This is an optimization exercise on Yosys and OpenROAD, whose aim is small area, a short achievable clock period and few clock cycles, not a production implementation. Only simulation tests tie the RTL to the original design; equivalence was not proved. Power figures rest on the tool's default switching activity, not on a simulated workload.

==> branch willow <==
==> flow/design.v <==
`timescale 1ns/1ps
package mbuf_pkg;
    localparam int DEF_NUM_BANKS  = 4;
    localparam int DEF_BANK_DEPTH = 16;
    localparam int DEF_DATA_W     = 32;
    typedef enum logic [1:0] {
        BANK_FREE      = 2'd0,
        BANK_FILLED    = 2'd1,
        BANK_PROCESSED = 2'd2
    } bank_state_e;
endpackage
`timescale 1ns/1ps
`timescale 1ns/1ps
`timescale 1ns/1ps
module mbuf_onehot_mux #(
    parameter int N = 4,
    parameter int W = 32
) (
    input  logic [N-1:0]   sel,
    input  logic [N*W-1:0] din,
    output logic [W-1:0]   dout
);
    always_comb begin
        dout = '0;
        for (int i = 0; i < N; i++) begin
            dout = dout | (din[i*W +: W] & {W{sel[i]}});
        end
    end
endmodule
module mbuf_sel2 #(
    parameter int N = 16
) (
    input  logic         a,
    input  logic [N-1:0] x,
    input  logic         b,
    input  logic [N-1:0] y,
    output logic [N-1:0] sel
);
    assign sel = ({N{a}} & x) | ({N{b}} & y);
endmodule
module mbuf_sel_pd #(
    parameter int NLO = 4,
    parameter int NHI = 4
) (
    input  logic               own,
    input  logic [NLO-1:0]     lo,
    input  logic [NHI-1:0]     hi,
    input  logic               dok,
    input  logic [NLO*NHI-1:0] y,
    output logic [NLO*NHI-1:0] sel
);
    for (genvar w = 0; w < NLO * NHI; w++) begin : g_w
        assign sel[w] = (own && hi[w / NLO] && lo[w % NLO]) || (dok && y[w]);
    end
endmodule
`timescale 1ns/1ps
`timescale 1ns/1ps
`timescale 1ns/1ps
module mbuf_adapter_top #(
    parameter int NUM_BANKS  = mbuf_pkg::DEF_NUM_BANKS,
    parameter int BANK_DEPTH = mbuf_pkg::DEF_BANK_DEPTH,
    parameter int DATA_W     = mbuf_pkg::DEF_DATA_W,
    localparam int ADDR_W    = (BANK_DEPTH > 1) ? $clog2(BANK_DEPTH) : 1
) (
    input  logic                acc_clk,
    input  logic                aresetn,
    input  logic [DATA_W-1:0]   s_axis_tdata,
    input  logic                s_axis_tvalid,
    input  logic                s_axis_tlast,
    output logic                s_axis_tready,
    output logic [DATA_W-1:0]   m_axis_tdata,
    output logic                m_axis_tvalid,
    output logic                m_axis_tlast,
    input  logic                m_axis_tready,
    output logic                acc_start_ready,
    input  logic                acc_done,
    input  logic                acc_en,
    input  logic [DATA_W/8-1:0] acc_we,
    input  logic [ADDR_W-1:0]   acc_addr,
    input  logic [DATA_W-1:0]   acc_wdata,
    output logic [DATA_W-1:0]   acc_rdata
);
    localparam int SEL_W = (NUM_BANKS > 1) ? $clog2(NUM_BANKS) : 1;
    localparam int CNT_W = $clog2(NUM_BANKS + 1);
    localparam int BE_W  = DATA_W / 8;
    logic [DATA_W-1:0] mem [NUM_BANKS][BANK_DEPTH];
    logic [ADDR_W-1:0] last_idx [NUM_BANKS];
    logic              s_rdy_q;
    logic              in_mid_q;
    logic [ADDR_W-1:0] wr_cnt;
    logic [SEL_W-1:0]  wr_bank;
    logic [CNT_W-1:0]  n_full;      
    logic [NUM_BANKS-1:0]  wr_b_oh;     
    logic [BANK_DEPTH-1:0] wr_w_oh;
    logic              s_take;
    logic              s_take_last;
    assign s_axis_tready = s_rdy_q;
    assign s_take        = s_axis_tvalid && s_rdy_q;
    assign s_take_last   = s_take && s_axis_tlast;
    logic              acc_rdy_q;
    logic [SEL_W-1:0]  acc_ptr;
    logic [CNT_W-1:0]  n_wr;        
    logic [NUM_BANKS-1:0] acc_b_oh;    
    logic [NUM_BANKS-1:0] acc_own;     
    logic [NUM_BANKS-1:0] dr_ok;       
    logic              acc_fin;
    logic [DATA_W-1:0] rdata_q;
    assign acc_start_ready = acc_rdy_q;
    assign acc_rdata       = rdata_q;
    assign acc_fin         = acc_done && acc_rdy_q;
    logic                  m_v_q;
    logic                  m_last_q;
    logic [DATA_W-1:0]     m_data_q;
    logic [SEL_W-1:0]      dr_bank;
    logic [ADDR_W-1:0]     dr_ptr;
    logic [NUM_BANKS-1:0]  dr_b_oh;     
    logic [BANK_DEPTH-1:0] dr_w_oh;
    logic                  dr_lst_q;    
    logic                  dr_any_q;    
    logic [CNT_W-1:0]      n_dn;        
    logic                  dr_load;
    logic                  dr_free;
    logic [BE_W-1:0]       dr_fwd;      
    assign m_axis_tvalid = m_v_q;
    assign m_axis_tlast  = m_last_q;
    assign m_axis_tdata  = m_data_q;
    assign dr_load = (dr_any_q || acc_fin) && (!m_v_q || m_axis_tready);
    assign dr_free = dr_load && dr_lst_q;
    assign dr_fwd  = (!dr_any_q && acc_en && acc_addr == '0) ? acc_we : '0;
    logic [SEL_W-1:0] dr_bank_p1;
    logic             full3;
    logic             full4;
    logic             s_rdy_nx;
    logic             in_mid_nx;
    logic             lst_stay;     
    logic             lst_step;
    logic             lst_next;
    logic             acc_rdy_nx;
    always_comb begin
        case ({s_take_last, acc_fin})
            2'b10:   acc_rdy_nx = 1'b1;
            2'b01:   acc_rdy_nx = (n_wr != CNT_W'(1));
            default: acc_rdy_nx = acc_rdy_q;
        endcase
    end
    assign dr_bank_p1 = dr_bank + 1'b1;
    assign full3      = (n_full == CNT_W'(NUM_BANKS - 1));
    assign full4      = (n_full == CNT_W'(NUM_BANKS));
    assign in_mid_nx  = s_take ? !s_axis_tlast : in_mid_q;
    always_comb begin
        case ({s_take_last, dr_free})
            2'b10:   s_rdy_nx = !full3 && !full4;
            2'b01:   s_rdy_nx = 1'b1;
            default: s_rdy_nx = !full4;
        endcase
        s_rdy_nx = s_rdy_nx || in_mid_nx;
    end
    assign lst_stay = (s_take_last && wr_bank == dr_bank) ? (wr_cnt == dr_ptr)
                                                          : (last_idx[dr_bank] == dr_ptr);
    assign lst_step = (dr_ptr + 1'b1 == last_idx[dr_bank]);
    assign lst_next = (s_take_last && wr_bank == dr_bank_p1) ? (wr_cnt == '0)
                                                             : (last_idx[dr_bank_p1] == '0);
    always_ff @(posedge acc_clk) begin
        if (!aresetn) begin
            s_rdy_q   <= 1'b1;
            in_mid_q  <= 1'b0;
            wr_cnt    <= '0;
            wr_bank   <= '0;
            wr_b_oh   <= NUM_BANKS'(1);
            wr_w_oh   <= BANK_DEPTH'(1);
            n_full    <= '0;
            acc_rdy_q <= 1'b0;
            acc_ptr   <= '0;
            acc_b_oh  <= NUM_BANKS'(1);
            acc_own   <= '0;
            dr_ok     <= '1;
            n_wr      <= '0;
            m_v_q     <= 1'b0;
            dr_bank   <= '0;
            dr_ptr    <= '0;
            dr_b_oh   <= NUM_BANKS'(1);
            dr_w_oh   <= BANK_DEPTH'(1);
            dr_any_q  <= 1'b0;
            dr_lst_q  <= 1'b0;
            n_dn      <= '0;
        end else begin
            in_mid_q <= in_mid_nx;
            s_rdy_q  <= s_rdy_nx;
            case ({s_take_last, dr_free})
                2'b10:   n_full <= n_full + 1'b1;
                2'b01:   n_full <= n_full - 1'b1;
                default: ;
            endcase
            if (s_take) begin
                wr_cnt  <= s_axis_tlast ? '0 : wr_cnt + 1'b1;
                wr_w_oh <= s_axis_tlast ? BANK_DEPTH'(1) : {wr_w_oh[BANK_DEPTH-2:0], 1'b0};
            end
            if (s_take_last) begin
                wr_bank <= wr_bank + 1'b1;
                wr_b_oh <= {wr_b_oh[NUM_BANKS-2:0], wr_b_oh[NUM_BANKS-1]};
            end
            acc_rdy_q <= acc_rdy_nx;
            case ({s_take_last, acc_fin})
                2'b10:   n_wr <= n_wr + 1'b1;
                2'b01:   n_wr <= n_wr - 1'b1;
                default: ;
            endcase
            if (acc_fin) begin
                acc_ptr  <= acc_ptr + 1'b1;
                acc_b_oh <= {acc_b_oh[NUM_BANKS-2:0], acc_b_oh[NUM_BANKS-1]};
            end
            acc_own <= acc_rdy_nx ? (acc_fin ? {acc_b_oh[NUM_BANKS-2:0], acc_b_oh[NUM_BANKS-1]}
                                             : acc_b_oh)
                                  : '0;
            dr_ok   <= acc_rdy_nx ? ~(acc_fin ? {acc_b_oh[NUM_BANKS-2:0], acc_b_oh[NUM_BANKS-1]}
                                              : acc_b_oh)
                                  : '1;
            case ({acc_fin, dr_free})
                2'b10: begin
                    n_dn     <= n_dn + 1'b1;
                    dr_any_q <= 1'b1;
                end
                2'b01: begin
                    n_dn     <= n_dn - 1'b1;
                    dr_any_q <= (n_dn != CNT_W'(1));
                end
                default: ;
            endcase
            if (dr_load) begin
                m_v_q <= 1'b1;
            end else if (m_axis_tready) begin
                m_v_q <= 1'b0;
            end
            if (!dr_load) begin
                dr_lst_q <= lst_stay;
            end else if (dr_lst_q) begin
                dr_lst_q <= lst_next;
                dr_ptr   <= '0;
                dr_w_oh  <= BANK_DEPTH'(1);
                dr_bank  <= dr_bank_p1;
                dr_b_oh  <= {dr_b_oh[NUM_BANKS-2:0], dr_b_oh[NUM_BANKS-1]};
            end else begin
                dr_lst_q <= lst_step;
                dr_ptr   <= dr_ptr + 1'b1;
                dr_w_oh  <= {dr_w_oh[BANK_DEPTH-2:0], 1'b0};
            end
        end
    end
    always_ff @(posedge acc_clk) begin
        if (s_take_last) begin
            last_idx[wr_bank] <= wr_cnt;
        end
        if (dr_load) begin
            for (int y = 0; y < BE_W; y++) begin
                m_data_q[y*8 +: 8] <= dr_word[y*8 +: 8];
            end
            m_last_q <= dr_lst_q;
        end
    end
    logic [DATA_W-1:0]     acc_word;
    logic [DATA_W-1:0]     dr_word;
    logic [DATA_W-1:0]     w0_word;
    logic [NUM_BANKS*DATA_W-1:0] bank_words;
    logic [NUM_BANKS*DATA_W-1:0] bank_w0;
    localparam int LO_W = ADDR_W / 2;
    localparam int HI_W = ADDR_W - LO_W;
    logic [BANK_DEPTH-1:0] acc_dec;
    logic [(1<<LO_W)-1:0]  acc_lo;      
    logic [(1<<HI_W)-1:0]  acc_hi;
    always_comb begin
        for (int i = 0; i < (1 << LO_W); i++) begin
            acc_lo[i] = (acc_addr[LO_W-1:0] == LO_W'(i));
        end
        for (int i = 0; i < (1 << HI_W); i++) begin
            acc_hi[i] = (acc_addr[ADDR_W-1:LO_W] == HI_W'(i));
        end
        for (int w = 0; w < BANK_DEPTH; w++) begin
            acc_dec[w] = acc_hi[w >> LO_W] && acc_lo[w % (1 << LO_W)];
        end
    end
    for (genvar b = 0; b < NUM_BANKS; b++) begin : g_rd
        logic [BANK_DEPTH*DATA_W-1:0] words;
        logic [BANK_DEPTH-1:0]        sel;
        for (genvar w = 0; w < BANK_DEPTH; w++) begin : g_w
            assign words[w*DATA_W +: DATA_W] = mem[b][w];
        end
        mbuf_sel_pd #(.NLO(1 << LO_W), .NHI(1 << HI_W)) u_sel (
            .own (acc_own[b]), .lo (acc_lo), .hi (acc_hi),
            .dok (dr_ok[b]), .y (dr_w_oh), .sel (sel)
        );
        assign bank_w0[b*DATA_W +: DATA_W] = mem[b][0];
        mbuf_onehot_mux #(.N(BANK_DEPTH), .W(DATA_W)) u_rd (
            .sel  (sel),
            .din  (words),
            .dout (bank_words[b*DATA_W +: DATA_W])
        );
    end
    mbuf_onehot_mux #(.N(NUM_BANKS), .W(DATA_W)) u_acc_rd (
        .sel (acc_b_oh), .din (bank_words), .dout (acc_word)
    );
    logic [DATA_W-1:0] dr_alt;
    for (genvar y = 0; y < BE_W; y++) begin : g_alt
        assign dr_alt[y*8 +: 8] = dr_fwd[y] ? acc_wdata[y*8 +: 8] : w0_word[y*8 +: 8];
    end
    mbuf_onehot_mux #(.N(NUM_BANKS + 1), .W(DATA_W)) u_dr_rd (
        .sel  ({!dr_any_q, dr_b_oh & {NUM_BANKS{dr_any_q}}}),
        .din  ({dr_alt, bank_words}),
        .dout (dr_word)
    );
    mbuf_onehot_mux #(.N(NUM_BANKS), .W(DATA_W)) u_w0_rd (
        .sel (acc_b_oh), .din (bank_w0), .dout (w0_word)
    );
    always_ff @(posedge acc_clk) begin
        rdata_q <= acc_word;
    end
    for (genvar b = 0; b < NUM_BANKS; b++) begin : g_bank
        logic              fill_bank;
        logic              acc_bank;
        logic [DATA_W-1:0] wdata;
        assign fill_bank = wr_b_oh[b];
        assign acc_bank  = acc_own[b];
        assign wdata     = acc_bank ? acc_wdata : s_axis_tdata;
        logic [BE_W-1:0]   acc_by;
        assign acc_by = (acc_en && acc_bank) ? acc_we : '0;
        for (genvar w = 0; w < BANK_DEPTH; w++) begin : g_word
            logic fill_hit;
            assign fill_hit = s_take && fill_bank && wr_w_oh[w];
            for (genvar y = 0; y < BE_W; y++) begin : g_byte
                logic [7:0] q;
                always_ff @(posedge acc_clk) begin
                    if (fill_hit || (acc_dec[w] && acc_by[y])) begin
                        q <= wdata[y*8 +: 8];
                    end
                end
                assign mem[b][w][y*8 +: 8] = q;
            end
        end
    end
endmodule
==> flow/flow/run.sh <==
#!/bin/bash
# Standard layout with the port buffers made from plain buffers and the
# resizer free to change a cell's footprint. Every tool's output goes to
# flow_make.log in this folder; ORFS keeps its own per-step logs in orfs/logs.
set -euo pipefail
bash standard.sh \
  MATCH_CELL_FOOTPRINT=0 \
  "BUFFER_PORTS_ARGS=-buffer_cell sky130_fd_sc_hd__buf_4" \
  finish > flow_make.log 2>&1
==> flow/standard.sh <==
#!/bin/bash
# synth_recipe.tcl (not shown) runs the flow's synth.tcl, then flattens the netlist and writes it again
# the make line also repeats each setting of config.mk as NAME=value (left out here)
make -C /OpenROAD-flow-scripts/flow DESIGN_CONFIG=/design/flow/config.mk WORK_HOME=/design/flow/orfs CLKGATE_MAP_FILE= SYNTH_SCRIPT=/design/flow/synth_recipe.tcl "${@:-finish}"
==> flow/config.mk <==
export PLATFORM = sky130hd
export DESIGN_NAME = mbuf_adapter_top
export DESIGN_NICKNAME = mbuf_adapter_top
export VERILOG_FILES = /design/flow/design.v
export SDC_FILE = /design/flow/constraint.sdc
export NUM_CORES = 4
export LEC_CHECK = 0
export CAP_MARGIN = 20
export CORE_MARGIN = 2
export CORE_UTILIZATION = 50
export CTS_CLUSTER_DIAMETER = 90
export CTS_CLUSTER_SIZE = 26
export SETUP_SLACK_MARGIN = 2.6
export SLEW_MARGIN = 20
export SYNTH_HIERARCHICAL = 1
export SYNTH_MINIMUM_KEEP_SIZE = 0
==> flow/constraint.sdc <==
create_clock -name core_clock -period 5.0 [get_ports {acc_clk}]
set_input_delay 1.0000 -clock core_clock [delete_from_list [all_inputs] [get_ports {acc_clk}]]
set_output_delay 1.0000 -clock core_clock [all_outputs]
set_load 0.01 [all_outputs]
==> branch cedar (differences from branch willow) <==
--- a/flow/design.v
+++ b/flow/design.v
@@ -251,12 +251,12 @@
             last_idx[wr_bank] <= wr_cnt;
         end
         if (dr_load) begin
-            for (int y = 0; y < BE_W; y++) begin
-                m_data_q[y*8 +: 8] <= dr_word[y*8 +: 8];
-            end
             m_last_q <= dr_lst_q;
         end
     end
+    always_ff @(posedge acc_clk) begin
+        m_data_q <= dr_word;
+    end
     logic [DATA_W-1:0]     acc_word;
     logic [DATA_W-1:0]     dr_word;
     logic [DATA_W-1:0]     w0_word;
@@ -302,9 +302,11 @@
     for (genvar y = 0; y < BE_W; y++) begin : g_alt
         assign dr_alt[y*8 +: 8] = dr_fwd[y] ? acc_wdata[y*8 +: 8] : w0_word[y*8 +: 8];
     end
-    mbuf_onehot_mux #(.N(NUM_BANKS + 1), .W(DATA_W)) u_dr_rd (
-        .sel  ({!dr_any_q, dr_b_oh & {NUM_BANKS{dr_any_q}}}),
-        .din  ({dr_alt, bank_words}),
+    logic m_hold;
+    assign m_hold = m_v_q && !m_axis_tready;
+    mbuf_onehot_mux #(.N(NUM_BANKS + 2), .W(DATA_W)) u_dr_rd (
+        .sel  ({m_hold, dr_load && !dr_any_q, dr_b_oh & {NUM_BANKS{dr_load && dr_any_q}}}),
+        .din  ({m_data_q, dr_alt, bank_words}),
         .dout (dr_word)
     );
     mbuf_onehot_mux #(.N(NUM_BANKS), .W(DATA_W)) u_w0_rd (
- CTS_CLUSTER_DIAMETER: 90 -> 80
- CTS_CLUSTER_SIZE: 26 -> 24
- SETUP_SLACK_MARGIN: 2.6 -> 2.5
==> run summary <==
The number of resized instances in the post-cts repair step came out at 259. The worst hold path terminates at wr_b_oh[3]. The die area came out at 174000 um^2. After clock tree synthesis, the clock-pin slew on the worst setup and hold paths is 0.10 ns. The synthesized net count is 5009.

Synthesis produced 4911 cells. The clock group total power is 11.0 mW. The reg-to-reg critical path endpoint is rdata_q[23]. The flow ran to the end and the layout has no timing, DRC or antenna violations. Of the total synthesized cell area, the portion taken by XOR and XNOR cells is 0.00226. The area share of the leading cell type in the synthesized netlist is 0.728.
That was branch cedar.
==> run summary <==
The clock group total power is 10.0 mW. The number of nets in the synthesized netlist is 4982. The worst hold path terminates at dr_b_oh[2]. The die area came out at 174000 um^2. The share of synthesized area in the top cell type comes to 0.737. The flow ran to the end and the layout has no timing, DRC or antenna violations.

The routed length per placed instance came out at 37.7 um. Across the whole layout, storage elements account for 65300 um^2. After clock tree synthesis, the repair step resized 372 gates. The reg-to-reg critical path endpoint is m_data_q[3]. Clock-pin slew was measured on the worst setup and hold paths at 0.11 ns. The overflow left after global routing came out at 0.
That was branch willow.
Testbench counts of branch willow, summed over its fixed seeds: cycles 3,630.
Testbench counts of branch cedar, summed over its fixed seeds: cycles 3,630.

-- static timing again, ports no longer ideal --
How much do the figures lean on ideal ports? The routed layouts below were timed once more, with nothing changed but the port constraints.
Step 1: set_driving_cell puts a clkbuf_16 on acc_clk and a buf_2 on each other input, an assumption about the parent block.
Step 2, shift: input delay + t, output delay - t, t = (earliest + latest rising clock arrival at the registers) / 2. This alone moves slack from input paths to output paths.
Three values: ideal ports, drivers, drivers and shift; two values: the first two.
run	shift t [ns]	setup slack, ns	worst slew at a driven data input, ns	cell pins on the clock port's net
branch willow	0.831	2.202 / 2.155 / 1.324	0.20	1
branch cedar	0.868	2.273 / 2.158 / 1.290	0.28	1
After both steps every run listed still meets setup and hold. The setup slack of branch cedar, which loses most, moves by -0.115 ns with the drivers and by -0.983 ns with both steps.
